From an optimization exercise on the open Yosys and OpenROAD flow, aimed at small area; shortcuts taken in it are not production practice. Only simulation tests tie the RTL to the original design; equivalence was not proved. Power and IR drop assume default switching activity.

## flow/config.mk

```make
export PLATFORM = sky130hd
export DESIGN_NAME = decode_stage
export DESIGN_NICKNAME = decode_stage
export VERILOG_FILES = /design/flow/design.v
export SDC_FILE = /design/flow/constraint.sdc
export NUM_CORES = 4
export LEC_CHECK = 0
export CAP_MARGIN = 20
export CORE_MARGIN = 2
export CORE_UTILIZATION = 40
export SLEW_MARGIN = 20
```

## flow/constraint.sdc

```tcl
create_clock -name core_clock -period 6.0 [get_ports {clock}]
set_input_delay 1.2000 -clock core_clock [delete_from_list [all_inputs] [get_ports {clock}]]
set_output_delay 1.2000 -clock core_clock [all_outputs]
set_load 0.01 [all_outputs]
```

## flow/run.sh

```bash
#!/bin/bash
# synth_recipe.tcl (not shown) runs the flow's synth.tcl, then flattens the netlist and writes it again
# the make line also repeats each setting of config.mk as NAME=value (left out here)
make -C /OpenROAD-flow-scripts/flow DESIGN_CONFIG=/design/flow/config.mk WORK_HOME=/design/flow/orfs CLKGATE_MAP_FILE= SYNTH_SCRIPT=/design/flow/synth_recipe.tcl finish
```

## flow/design.v

```verilog
module decode_stage #(
    parameter int unsigned CORE         = 0,
    parameter int unsigned DATA_WIDTH   = 32,
    parameter int unsigned ADDRESS_BITS = 20,
    parameter int unsigned REG_SEL_BITS = 5
) (
    input  logic                    clock,
    input  logic                    reset,
    input  logic                    in_valid,
    output logic                    in_ready,
    input  logic [ADDRESS_BITS-1:0] PC,
    input  logic [31:0]             instruction,
    input  logic                    write,
    input  logic [REG_SEL_BITS-1:0] write_reg,
    input  logic [DATA_WIDTH-1:0]   write_data,
    input  logic                    flush,
    output logic                    out_valid,
    input  logic                    out_ready,
    output logic [ADDRESS_BITS-1:0] out_PC,
    output logic [DATA_WIDTH-1:0]   rs1_data,
    output logic [DATA_WIDTH-1:0]   rs2_data,
    output logic [REG_SEL_BITS-1:0] rd,
    output logic                    rd_write,
    output logic [6:0]              opcode,
    output logic [2:0]              funct3,
    output logic [6:0]              funct7,
    output logic [DATA_WIDTH-1:0]   extend_imm,
    output logic [ADDRESS_BITS-1:0] branch_target,
    output logic [ADDRESS_BITS-1:0] JAL_target
);
    localparam int unsigned NumRegs = 2 ** REG_SEL_BITS;
    localparam logic [6:0] OpLui    = 7'b0110111;
    localparam logic [6:0] OpAuipc  = 7'b0010111;
    localparam logic [6:0] OpJal    = 7'b1101111;
    localparam logic [6:0] OpBranch = 7'b1100011;
    localparam logic [6:0] OpStore  = 7'b0100011;
    localparam logic [6:0] OpOp     = 7'b0110011;
    logic                    valid_q;
    logic [31:0]             instr_q;
    logic [ADDRESS_BITS-1:0] pc_q;
    logic [DATA_WIDTH-1:0]   rs1_q, rs2_q;
    logic [NumRegs-1:0]      busy_q;
    logic [NumRegs-1:0]      wrote_q;
    logic [DATA_WIDTH-1:0]   regs_q [NumRegs];
    logic [6:0]              opc;
    logic [REG_SEL_BITS-1:0] rs1_sel, rs2_sel, rd_sel;
    logic                    use1, use2, dec_rd_write;
    logic                    wb_en, hazard, accept, load;
    logic                    q_rd_write;
    logic [NumRegs-1:0]      wsel, sel1, sel2;
    logic [DATA_WIDTH-1:0]   rd1, rd2;
    always_comb begin
        opc          = instruction[6:0];
        rs1_sel      = instruction[19:15];
        rs2_sel      = instruction[24:20];
        rd_sel       = instruction[11:7];
        use1         = !(opc == OpLui || opc == OpAuipc || opc == OpJal);
        use2         = (opc == OpBranch) || (opc == OpStore) || (opc == OpOp);
        dec_rd_write = (rd_sel != '0) && !(opc == OpBranch || opc == OpStore);
        wb_en        = write && (write_reg != '0);
        hazard       = (use1 && busy_q[rs1_sel]) ||
                       (use2 && busy_q[rs2_sel]) ||
                       (dec_rd_write && busy_q[rd_sel]);
        load         = !valid_q || out_ready;
        in_ready     = load && !hazard && !flush;
        accept       = in_valid && in_ready;
    end
    always_comb begin
        for (int r = 0; r < NumRegs; r++) begin
            sel1[r] = wrote_q[r] && (rs1_sel == REG_SEL_BITS'(r));
            sel2[r] = wrote_q[r] && (rs2_sel == REG_SEL_BITS'(r));
            wsel[r] = wb_en && (write_reg == REG_SEL_BITS'(r));
        end
        rd1 = '0;
        rd2 = '0;
        for (int r = 1; r < NumRegs; r++) begin
            rd1 = rd1 | ({DATA_WIDTH{sel1[r]}} & regs_q[r]);
            rd2 = rd2 | ({DATA_WIDTH{sel2[r]}} & regs_q[r]);
        end
    end
    always_ff @(posedge clock or negedge reset) begin
        if (!reset) begin
            valid_q <= 1'b0;
        end else if (accept) begin
            valid_q <= 1'b1;
        end else if (flush || out_ready) begin
            valid_q <= 1'b0;
        end
    end
    always_ff @(posedge clock) begin
        if (load) begin
            instr_q <= instruction;
            pc_q    <= PC;
            rs1_q   <= rd1;
            rs2_q   <= rd2;
        end
    end
    assign q_rd_write = (instr_q[11:7] != '0) &&
                        !(instr_q[6:0] == OpBranch || instr_q[6:0] == OpStore);
    assign busy_q[0] = 1'b0;
    for (genvar r = 1; r < NumRegs; r++) begin : g_busy
        always_ff @(posedge clock or negedge reset) begin
            if (!reset) begin
                busy_q[r] <= 1'b0;
            end else if (accept && dec_rd_write && rd_sel == REG_SEL_BITS'(r)) begin
                busy_q[r] <= 1'b1;
            end else if ((flush && valid_q && q_rd_write && instr_q[11:7] == REG_SEL_BITS'(r)) ||
                         wsel[r]) begin
                busy_q[r] <= 1'b0;
            end
        end
    end
    assign wrote_q[0] = 1'b0;
    assign regs_q[0]  = '0;
    for (genvar r = 1; r < NumRegs; r++) begin : g_regs
        always_ff @(posedge clock or negedge reset) begin
            if (!reset) begin
                wrote_q[r] <= 1'b0;
            end else if (wsel[r]) begin
                wrote_q[r] <= 1'b1;
            end
        end
        always_ff @(posedge clock) begin
            if (wsel[r]) begin
                regs_q[r] <= write_data;
            end
        end
    end
    logic [31:0] imm_i, imm_s, imm_b, imm_u, imm_j;
    always_comb begin
        imm_i = {{20{instr_q[31]}}, instr_q[31:20]};
        imm_s = {{20{instr_q[31]}}, instr_q[31:25], instr_q[11:7]};
        imm_b = {{19{instr_q[31]}}, instr_q[31], instr_q[7],
                 instr_q[30:25], instr_q[11:8], 1'b0};
        imm_u = {instr_q[31:12], 12'b0};
        imm_j = {{11{instr_q[31]}}, instr_q[31], instr_q[19:12],
                 instr_q[20], instr_q[30:21], 1'b0};
        case (instr_q[6:0])
            OpLui, OpAuipc: extend_imm = imm_u;
            OpJal:          extend_imm = imm_j;
            OpBranch:       extend_imm = imm_b;
            OpStore:        extend_imm = imm_s;
            default:        extend_imm = imm_i;
        endcase
    end
    assign out_valid     = valid_q;
    assign out_PC        = pc_q;
    assign rs1_data      = rs1_q;
    assign rs2_data      = rs2_q;
    assign rd            = instr_q[11:7];
    assign rd_write      = q_rd_write;
    assign opcode        = instr_q[6:0];
    assign funct3        = instr_q[14:12];
    assign funct7        = instr_q[31:25];
    assign branch_target = pc_q + imm_b[ADDRESS_BITS-1:0];
    assign JAL_target    = pc_q + imm_j[ADDRESS_BITS-1:0];
endmodule
```

==> results of run 1 <==
layout make-up:
cell class | count | area [sq um]
inverter | 28 | 111
clock inverter | 87 | 862
multi-input combinational | 1830 | 14100
fill | 10648 | 64900
clock buffer | 135 | 3090
sequential | 1171 | 34800
tap | 1637 | 2050
antenna | 11 | 27.5
timing repair buffer | 429 | 4020
per-layer routing:
metal / part of all wire / up-vias / track usage
met5: 0.00090 / - / 0.00259
met4: 0.077 / 28 / 0.212
met3: 0.17 / 1260 / 0.148
met2: 0.41 / 4662 / 0.500
met1: 0.34 / 19729 / 0.445
li1: - / 14653 / -
registers in the layout (all words and copies together), names as in the netlist:
| signal | flops |
|---|---|
| regs_q | 992 |
| instr_q | 32 |
| rs1_q | 32 |
| rs2_q | 32 |
| busy_q | 31 |
| wrote_q | 31 |
| pc_q | 20 |
| valid_q | 1 |
cell usage in the layout, fill, tap and decap left out, types with 17 or more instances in the layout:
| master | synthesis | final |
|---|---|---|
| o221ai_1 | 17 | 17 |
| and3_2 | 0 | 53 |
| clkinv_2 | 0 | 23 |
| nand2b_1 | 29 | 28 |
| edfxtp_1 | 1108 | 1108 |
| a22oi_1 | 464 | 464 |
| o21ai_0 | 19 | 19 |
| mux4_2 | 24 | 24 |
| o21ai_1 | 32 | 32 |
| nand2_1 | 42 | 42 |
| clkinv_1 | 0 | 21 |
| a21oi_1 | 30 | 30 |
| a21o_1 | 22 | 22 |
| a22o_1 | 223 | 223 |
| clkbuf_16 | 0 | 120 |
| buf_4 | 16 | 144 |
| a222oi_1 | 64 | 64 |
| or3_1 | 34 | 34 |
| nand4_1 | 71 | 71 |
| or4_1 | 34 | 34 |
| ha_1 | 30 | 30 |
| dfrtp_1 | 63 | 63 |
| xnor2_1 | 30 | 30 |
| nand3_1 | 176 | 176 |
| or2_2 | 21 | 21 |
| mux2i_1 | 18 | 18 |
| nor2_1 | 47 | 31 |
| a221oi_1 | 217 | 217 |
| clkdlybuf4s50_1 | 0 | 273 |
| nor2b_1 | 29 | 29 |
metrics by stage:
step	utilization	hold slack, ns
final	0.477	0.485
after global routing	0.476	0.500
after CTS	0.476	0.483
after detailed placement	0.444	0.464
after global placement	0.444	0.459
after floorplan	-	0.440
kinds of logic (layout without fill, tap and decap cells):
kind of cell,count (synthesis),in the layout,synth area share
XOR/XNOR,36,36,0.00630
adder cells (fa/ha/maj),32,32,0.00831
buffers and inverters,321,679,0.0265
AND/OR/NAND/NOR,593,593,0.0677
other,0,11,0
AO/OA/AOI/OAI,1127,1127,0.180
multiplexers,42,42,0.0144
flip-flops,1171,1171,0.697
synth_stat cells, types with 42 or more instances:
cell type,count
clkbuf_1,227
a221oi_1,217
a222oi_1,64
a22o_1,223
nand3_1,176
nand2_1,42
edfxtp_1,1108
a22oi_1,464
dfrtp_1,63
nand4_1,71
and3_1,62
nor2_1,47
power breakdown:
group	total [uW]	internal, uW	switching (uW)	leakage [uW]
clock network	7640	4240	3410	0.00190
logic	1940	859	1080	0.00689
registers	9560	9300	267	0.0110
how the worst max path moves through the flow:
stage                     from              to  slack [ns]  cells after the start
3_5_place_dp    instruction[8]        in_ready        0.63                      8
3_3_place_gp   instruction[21]        in_ready        0.60                      8
5_1_grt            instr_q[28]  JAL_target[19]        0.24                      9
6_report           instr_q[28]  JAL_target[19]        0.57                      9
4_1_cts            instr_q[28]  JAL_target[19]        0.55                      9
2_1_floorplan        out_ready        in_ready        0.07                      4
==> flow_summary_export.csv, run 1 <==
group,metric,value,unit
outcome,status,"timing/DRC/antenna clean",
floorplan,ios,276,
yosys,synth.area.top_cells,"edfxtp_1 67%, a22oi_1 7.0%, a22o_1 3.9%, a221oi_1 3.8%, dfrtp_1 3.2%",
global_route,grt_pass1_wl,309,mm
yosys,yosysWarnings,2,
route,routed_wl,231,mm
place,dp_hpwl,130,mm
critical_path,cp.arrival,4.23,ns
critical_path,cp.required,4.80,ns
place,place_inst,5094,
cts,numCtsBuffers,118,
critical_path,reg2reg_setup_slack,3.00,ns
floorplan,core_area,124000,sq um
yosys,yosysUniqueCellTypes,60,
yosys,async_flop_share,0.0538,
timing,setup_tns,0,ns
place,dpl_cell_area,55100,sq um
global_route,grt-ovfl-total,0,
power_and_ir_drop,p_total,19100,uW
finish,nets,3705,
cts,htreeDepth,3,
timing,finalClockSkew,0.0441,ns
cts,cts_tree,"done",
floorplan,die_area,128000,sq um
critical_path,worstReg2RegEnd,"rs1_q[2]",
place,gp_congestion,0.968,
yosys,syn_area,50000,sq um
route,via_per_inst,7.57,
cts,clock_path_buffers,3,
global_route,grt_usage,0.351,
route,wl_per_cell,43.4,um
global_route,antenna_found_initial,20,
timing,slew_violations,0,
critical_path,cpPeakStageDelay,0.58,ns
yosys,synth_top_area_frac,0.665,
min_path,min_path_cells,1,
global_route,grt_pass1_vias,37540,
cts,clk_latency,0.79,ns
finish,final_cell_area,59100,sq um
route,antenna_left,0,
min_path,hold_class,"reg -> reg",
place,io_buffers,275,
floorplan,rows,129,
critical_path,timing.rr.start,"wrote_q[24]",
timing,timing.final.crit_share,0.905,
timing,fin_crit,5.43,ns
yosys,synth_nets,3449,
critical_path,critPathKind,"reg -> out",
yosys,netlist_instances,3322,
timing,fmax,184,MHz
route,first_iter_violations,10196,
critical_path,r2r.worst_path.cells,6,
min_path,hp-start,"wrote_q[26]",
timing,tightest_slew,1.28,ns
timing,rsz0062_at_grt,"no",
cts,post-cts-setup-buffers,0,
yosys,postSynthAreaPerCell,15.1,sq um
floorplan,fp.dieH,358,um
yosys,yosys_register_bits,1171,
critical_path,crit_fanout,8,
timing,setup_slack,0.567,ns
yosys,synth_edf_count,1108,
timing,setup-violations-final,0,
power_and_ir_drop,p_per_area,324,nW/um^2
power_and_ir_drop,vdd_drop_max,0.000253,V
yosys,synth_top_flop_cell,"edfxtp_1",
cts,cts-root-buf,"clkbuf_16",
critical_path,cpLargestDelayFamily,"compound AO/OA/AOI/OAI gates",
route,num_vias,40332,
floorplan,initial_utilization,0.403,
cts,cts_sinks,1171,
finish,stdcell_count,5328,
critical_path,slowest_stage,"clkdlybuf4s50_1",
critical_path,endpoint_kind,"output port",
route,route.detailed.drc,0,
global_route,grt_max_degree,64,
floorplan,die_w,358,um
cts,holdBufCountCts,0,
critical_path,critPathBufInv,1,
route,dr.pass1.iters,9,
yosys,yosys.area.top_type,"edfxtp_1",
yosys,ys_seq_area_frac,0.697,
timing,slew_headroom,0.149,
critical_path,crit_path_cell_trace,"ha_1, a211oi_1, o21ai_0, o311ai_0, a21oi_1, a211oi_1, a21oi_1, xnor2_1, clkdlybuf4s50_1",
timing,hold_violations,0,
flow_run,max_cap_viol_count,0,
place,dp_slack,0.627,ns
cts,path_clk_slew,0.06,ns
critical_path,startpoint_type,"flip-flop",
cts,cts_resized,0,
power_and_ir_drop,p_leak,0.0198,uW
finish,drive_above_1_share,0.134,
finish,area_growth,18.1,%
min_path,min_to,"wrote_q[26]",
==> run 2, diff against run 1 <==
--- a/flow/design.v
+++ b/flow/design.v
@@ -49,3 +49,3 @@
     logic                    q_rd_write;
-    logic [NumRegs-1:0]      wsel, sel1, sel2;
+    logic [NumRegs-1:0]      wsel, whold, sel1, sel2;
     logic [DATA_WIDTH-1:0]   rd1, rd2;
@@ -72,2 +72,3 @@
             wsel[r] = wb_en && (write_reg == REG_SEL_BITS'(r));
+            whold[r] = !write || (write_reg != REG_SEL_BITS'(r));
         end
@@ -89,9 +90,10 @@
     end
+    logic hold, take;
+    assign hold = valid_q && !out_ready;
+    assign take = load && !flush;
     always_ff @(posedge clock) begin
-        if (load) begin
-            instr_q <= instruction;
-            pc_q    <= PC;
-            rs1_q   <= rd1;
-            rs2_q   <= rd2;
-        end
+        instr_q <= ({32{take}} & instruction) | ({32{hold}} & instr_q);
+        pc_q    <= ({ADDRESS_BITS{take}} & PC) | ({ADDRESS_BITS{hold}} & pc_q);
+        rs1_q   <= ({DATA_WIDTH{take}} & rd1) | ({DATA_WIDTH{hold}} & rs1_q);
+        rs2_q   <= ({DATA_WIDTH{take}} & rd2) | ({DATA_WIDTH{hold}} & rs2_q);
     end
@@ -123,5 +125,4 @@
         always_ff @(posedge clock) begin
-            if (wsel[r]) begin
-                regs_q[r] <= write_data;
-            end
+            regs_q[r] <= ({DATA_WIDTH{wsel[r]}} & write_data) |
+                         ({DATA_WIDTH{whold[r]}} & regs_q[r]);
         end
==> flow/flow/run.sh (new file) <==
#!/bin/bash
# The standard layout (standard.sh, with the standard synthesis unchanged) with three
# changes, all passed to ORFS through its own hook and argument variables:
#  * hold_a22o.tcl, run before floorplanning, rebuilds each register-file hold mux2
#    (D = S ? new : Q) as an a22o with a shared select inverter;
#  * buffer_ports uses the smallest plain buffer for the port buffers;
#  * CTS runs without dummy loads, with clkbuf_16 and 25-sink clusters.
# Every tool's output stays in ORFS's own log files under orfs/logs; make's output goes to
# standard.log here.
set -euo pipefail
here=$(pwd)
export PRE_FLOORPLAN_TCL="$here/flow/hold_a22o.tcl"
export BUFFER_PORTS_ARGS="-buffer_cell sky130_fd_sc_hd__buf_1"
export CTS_ARGS="-sink_clustering_enable -repair_clock_nets -sink_clustering_size 25 -sink_clustering_max_diameter 80 -buf_list sky130_fd_sc_hd__clkbuf_16 -dont_use_dummy_load"
bash standard.sh > standard.log 2>&1
==> flow/flow/hold_a22o.tcl (new file) <==
# Runs before floorplanning (PRE_FLOORPLAN_TCL). Synthesis maps each register-file bit to a
# plain flip-flop whose D comes from a mux2 that either loads new data or recirculates Q.
# Rebuild each such mux2 as an a22o, (S & D1) | (!S & Q), with one shared inverter per select
# net: the same function in a smaller cell. Registers are not touched.
remove_buffers
set db [ord::get_db]
set block [ord::get_db_block]
set a22o [$db findMaster sky130_fd_sc_hd__a22o_1]
set invm [$db findMaster sky130_fd_sc_hd__inv_1]
array unset ::hold_sel_n
array set ::hold_sel_n {}
set ::hold_n_inv 0
set n_swapped 0
proc hold_inv_net { block invm s } {
  set key [$s getName]
  if { [info exists ::hold_sel_n($key)] } { return $::hold_sel_n($key) }
  set nn [odb::dbNet_create $block "hold_sel_n_$::hold_n_inv"]
  set ii [odb::dbInst_create $block $invm "hold_sel_inv_$::hold_n_inv"]
  [$ii findITerm A] connect $s
  [$ii findITerm Y] connect $nn
  incr ::hold_n_inv
  set ::hold_sel_n($key) $nn
  return $nn
}
foreach inst [$block getInsts] {
  if { ![string match sky130_fd_sc_hd__mux2_* [[$inst getMaster] getName]] } { continue }
  if { [string match sky130_fd_sc_hd__mux2i_* [[$inst getMaster] getName]] } { continue }
  set x [[$inst findITerm X] getNet]
  if { $x eq "NULL" } { continue }
  if { [llength [$x getBTerms]] > 0 } { continue }
  set loads {}
  foreach it [$x getITerms] {
    if { [$it isInputSignal] } { lappend loads $it }
  }
  if { [llength $loads] != 1 } { continue }
  set ld [lindex $loads 0]
  set ff [$ld getInst]
  if { ![string match sky130_fd_sc_hd__dfxtp_* [[$ff getMaster] getName]] } { continue }
  if { [[$ld getMTerm] getName] ne "D" } { continue }
  set q [[$ff findITerm Q] getNet]
  set a0 [[$inst findITerm A0] getNet]
  set a1 [[$inst findITerm A1] getNet]
  set s [[$inst findITerm S] getNet]
  if { $q eq "NULL" || $s eq "NULL" } { continue }
  if { $a0 eq $q && $a1 ne $q } {
    # X = S ? A1 : Q
    set p_s $s; set p_d $a1; set p_h [hold_inv_net $block $invm $s]
  } elseif { $a1 eq $q && $a0 ne $q } {
    # X = S ? Q : A0
    set p_s [hold_inv_net $block $invm $s]; set p_d $a0; set p_h $s
  } else {
    continue
  }
  set name [$inst getName]
  odb::dbInst_destroy $inst
  set ni [odb::dbInst_create $block $a22o $name]
  [$ni findITerm A1] connect $p_s
  [$ni findITerm A2] connect $p_d
  [$ni findITerm B1] connect $p_h
  [$ni findITerm B2] connect $q
  [$ni findITerm X] connect $x
  incr n_swapped
}
puts "hold_a22o: rebuilt $n_swapped hold muxes as a22o, with $::hold_n_inv select inverters"
==> flow/standard.sh (new file) <==
#!/bin/bash
# synth_recipe.tcl (not shown) runs the flow's synth.tcl, then flattens the netlist and writes it again
# the make line also repeats each setting of config.mk as NAME=value (left out here)
make -C /OpenROAD-flow-scripts/flow DESIGN_CONFIG=/design/flow/config.mk WORK_HOME=/design/flow/orfs CLKGATE_MAP_FILE= SYNTH_SCRIPT=/design/flow/synth_recipe.tcl "${@:-finish}"
--- a/flow/config.mk
+++ b/flow/config.mk
@@ -10,2 +10,3 @@
 export CORE_UTILIZATION = 40
+export PLACE_DENSITY = 0.5
 export SLEW_MARGIN = 20
removed: flow/run.sh
==> flow_summary_export.csv, run 2 <==
group,metric,value,unit
outcome,status,"timing/DRC/antenna clean",
route,num_vias,52583,
critical_path,endpoint_kind,"output port",
critical_path,cp_common_cell,"a21oi_1",
critical_path,slowest_stage,"dfxtp_1",
finish,mostFrequentLayoutCells,"1301 x a22o_1, 1108 x dfxtp_1, 302 x a221oi_1, 294 x a22oi_1, 271 x buf_1",
global_route,grt-ovfl-total,0,
min_path,hp-start,"rs2_q[2]",
critical_path,startpoint,"instr_q[8]",
critical_path,cpPeakStageDelay,0.67,ns
cts,holdBufCountCts,0,
route,via_per_inst,8.23,
timing,setup-violations-final,0,
timing,tightest_slew,1.37,ns
yosys,syn_area,47800,sq um
critical_path,cp.arrival,3.77,ns
cts,clock_path_buffers,3,
finish,largest_register_ffs,992,
place,dp_slack,1.03,ns
power_and_ir_drop,p_per_area,333,nW/um^2
place,dp_hpwl,170,mm
cts,clk_latency,0.71,ns
yosys,postSynthAreaPerCell,11.2,sq um
timing,whs,0.452,ns
cts,post-cts-setup-buffers,0,
critical_path,cpLargestDelayFamily,"compound AO/OA/AOI/OAI gates",
finish,top_register,"regs_q",
timing,hold_violations,0,
place,gp_congestion,0.951,
global_route,antenna_found_initial,14,
critical_path,timing.rr.start,"wrote_q[21]",
floorplan,die_w,350,um
cts,cts_sinks,1171,
route,dr.pass1.iters,14,
finish,layout_commonest_cell,"a22o_1",
place,io_buffers,275,
finish,area_growth,14.3,%
global_route,grt_pass1_wl,411,mm
timing,setup_tns,0,ns
finish,stdcell_count,6388,
power_and_ir_drop,p_leak,0.0218,uW
route,first_iter_violations,12278,
cts,cts_resized,0,
yosys,synth_nets,4397,
yosys,yosysWarnings,2,
floorplan,die_area,122000,sq um
critical_path,crit_path_cell_trace,"ha_1, inv_1, fa_1, nand2b_1, a21oi_1, o311ai_0, a21oi_1, a211oi_1, a21oi_1, xnor2_1, buf_1",
timing,fmax,201,MHz
global_route,grt_max_degree,173,
timing,fin_crit,4.97,ns
flow_run,max_cap_viol_count,0,
timing,timing.final.crit_share,0.828,
floorplan,initial_utilization,0.404,
critical_path,critPathBufInv,2,
floorplan,fp.dieH,350,um
yosys,netlist_instances,4270,
critical_path,critPathKind,"reg -> out",
cts,htreeDepth,3,
critical_path,cp.required,4.80,ns
place,place_inst,6312,
cts,path_clk_slew,0.10,ns
floorplan,ios,276,
global_route,grt_usage,0.483,
route,wl_per_cell,48.2,um
floorplan,rows,126,
place,dpl_cell_area,52900,sq um
power_and_ir_drop,vdd_drop_max,0.000235,V
timing,setup_slack,1.03,ns
min_path,hold_class,"reg -> reg",
route,routed_wl,308,mm
critical_path,crit_fanout,12,
timing,slew_violations,0,
global_route,grt_pass1_vias,47408,
critical_path,startpoint_type,"flip-flop",
cts,cts_tree,"done",
cts,cts-root-buf,"clkbuf_16",
finish,final_cell_area,54600,sq um
floorplan,core_area,118000,sq um
timing,rsz0062_at_grt,"no",
finish,drive_above_1_share,0.100,
route,route.detailed.drc,0,
route,antenna_left,0,
timing,finalClockSkew,0.0718,ns
finish,nets,4972,
cts,numCtsBuffers,67,
timing,slew_headroom,0.0845,
run 2: tightest hold or removal path, delay by kind of cell, from the launching register on:
kind	cells	cell delay, ns
AOI/OAI and AO/OA	1	0.05
DFF	1	0.32
and+or+nand+nor	1	0.05
run 2: worst paths after layout:
check                      slack (ns)  cells past startpoint                end
max in group asynchronous        4.69                      2        wrote_q[16]
min reg2reg                      0.45                      2           rs2_q[2]
max                              1.03                     11  branch_target[19]
min                              0.45                      2           rs2_q[2]
min in group asynchronous        0.69                      2         busy_q[26]
max reg2reg                      2.63                      7          rs1_q[13]
run 2: layout make-up:
class	count	area, sq um
Antenna cell	9	22.5
Inverter	47	191
Clock buffer	67	1680
Multi-Input combinational cell	3052	24100
Tap cell	1536	1920
Sequential cell	1171	23800
Timing Repair Buffer	506	2880
Fill cell	11183	63700
run 2: per-stage QoR:
step	utilization	power [uW]
2_1_floorplan	-	12000
3_3_place_gp	0.447	13300
3_5_place_dp	0.447	13300
4_1_cts	0.461	17900
5_1_grt	0.461	18600
6_report	0.462	18200
run 2: layer usage:
metal / share of wire / up-vias / routed length, um / track usage
li1: - / 19471 / - / -
met1: 0.36 / 25432 / 111000 / 0.604
met2: 0.38 / 5831 / 118000 / 0.658
met3: 0.16 / 1830 / 50400 / 0.217
met4: 0.091 / 19 / 28000 / 0.333
met5: 0.00084 / - / 259 / 0.0106
run 2: power by group:
part / internal (uW) / switching (uW) / leakage [uW]
Clock: 2000 / 2810 / 0.000826
Combinational: 1330 / 1290 / 0.0110
Sequential: 9250 / 1510 / 0.00999
Total: 12600 / 5620 / 0.0218

==> separate check: timing with driven ports <==
In the flow no input, the clock included, has a driving cell. The finished layouts below were timed again as built, in two steps.
Step 1 sets driving cells, clkbuf_16 on the clock port and buf_2 on the other inputs (assumed; they add their load-dependent delay and slew).
Step 2 also shifts input and output timing later by t, the mid clock arrival at the registers, as if the neighbouring blocks saw the same clock.
Three values: ideal, step 1, step 2; two values: the first two.
run | shift t [ns] | setup slack, ns | worst setup path at the end | clock arrival spread, ns
run 1 | 0.837 | 0.567 / 0.492 / 0.564 | input to output | 0.051 / 0.051
run 2 | 0.750 | 1.032 / 0.955 / 0.924 | input to register | 0.082 / 0.081
After both steps every run listed still meets setup and hold. For run 2, which loses most, drivers alone change the setup slack by -0.077 ns; drivers and shift together by -0.108 ns.
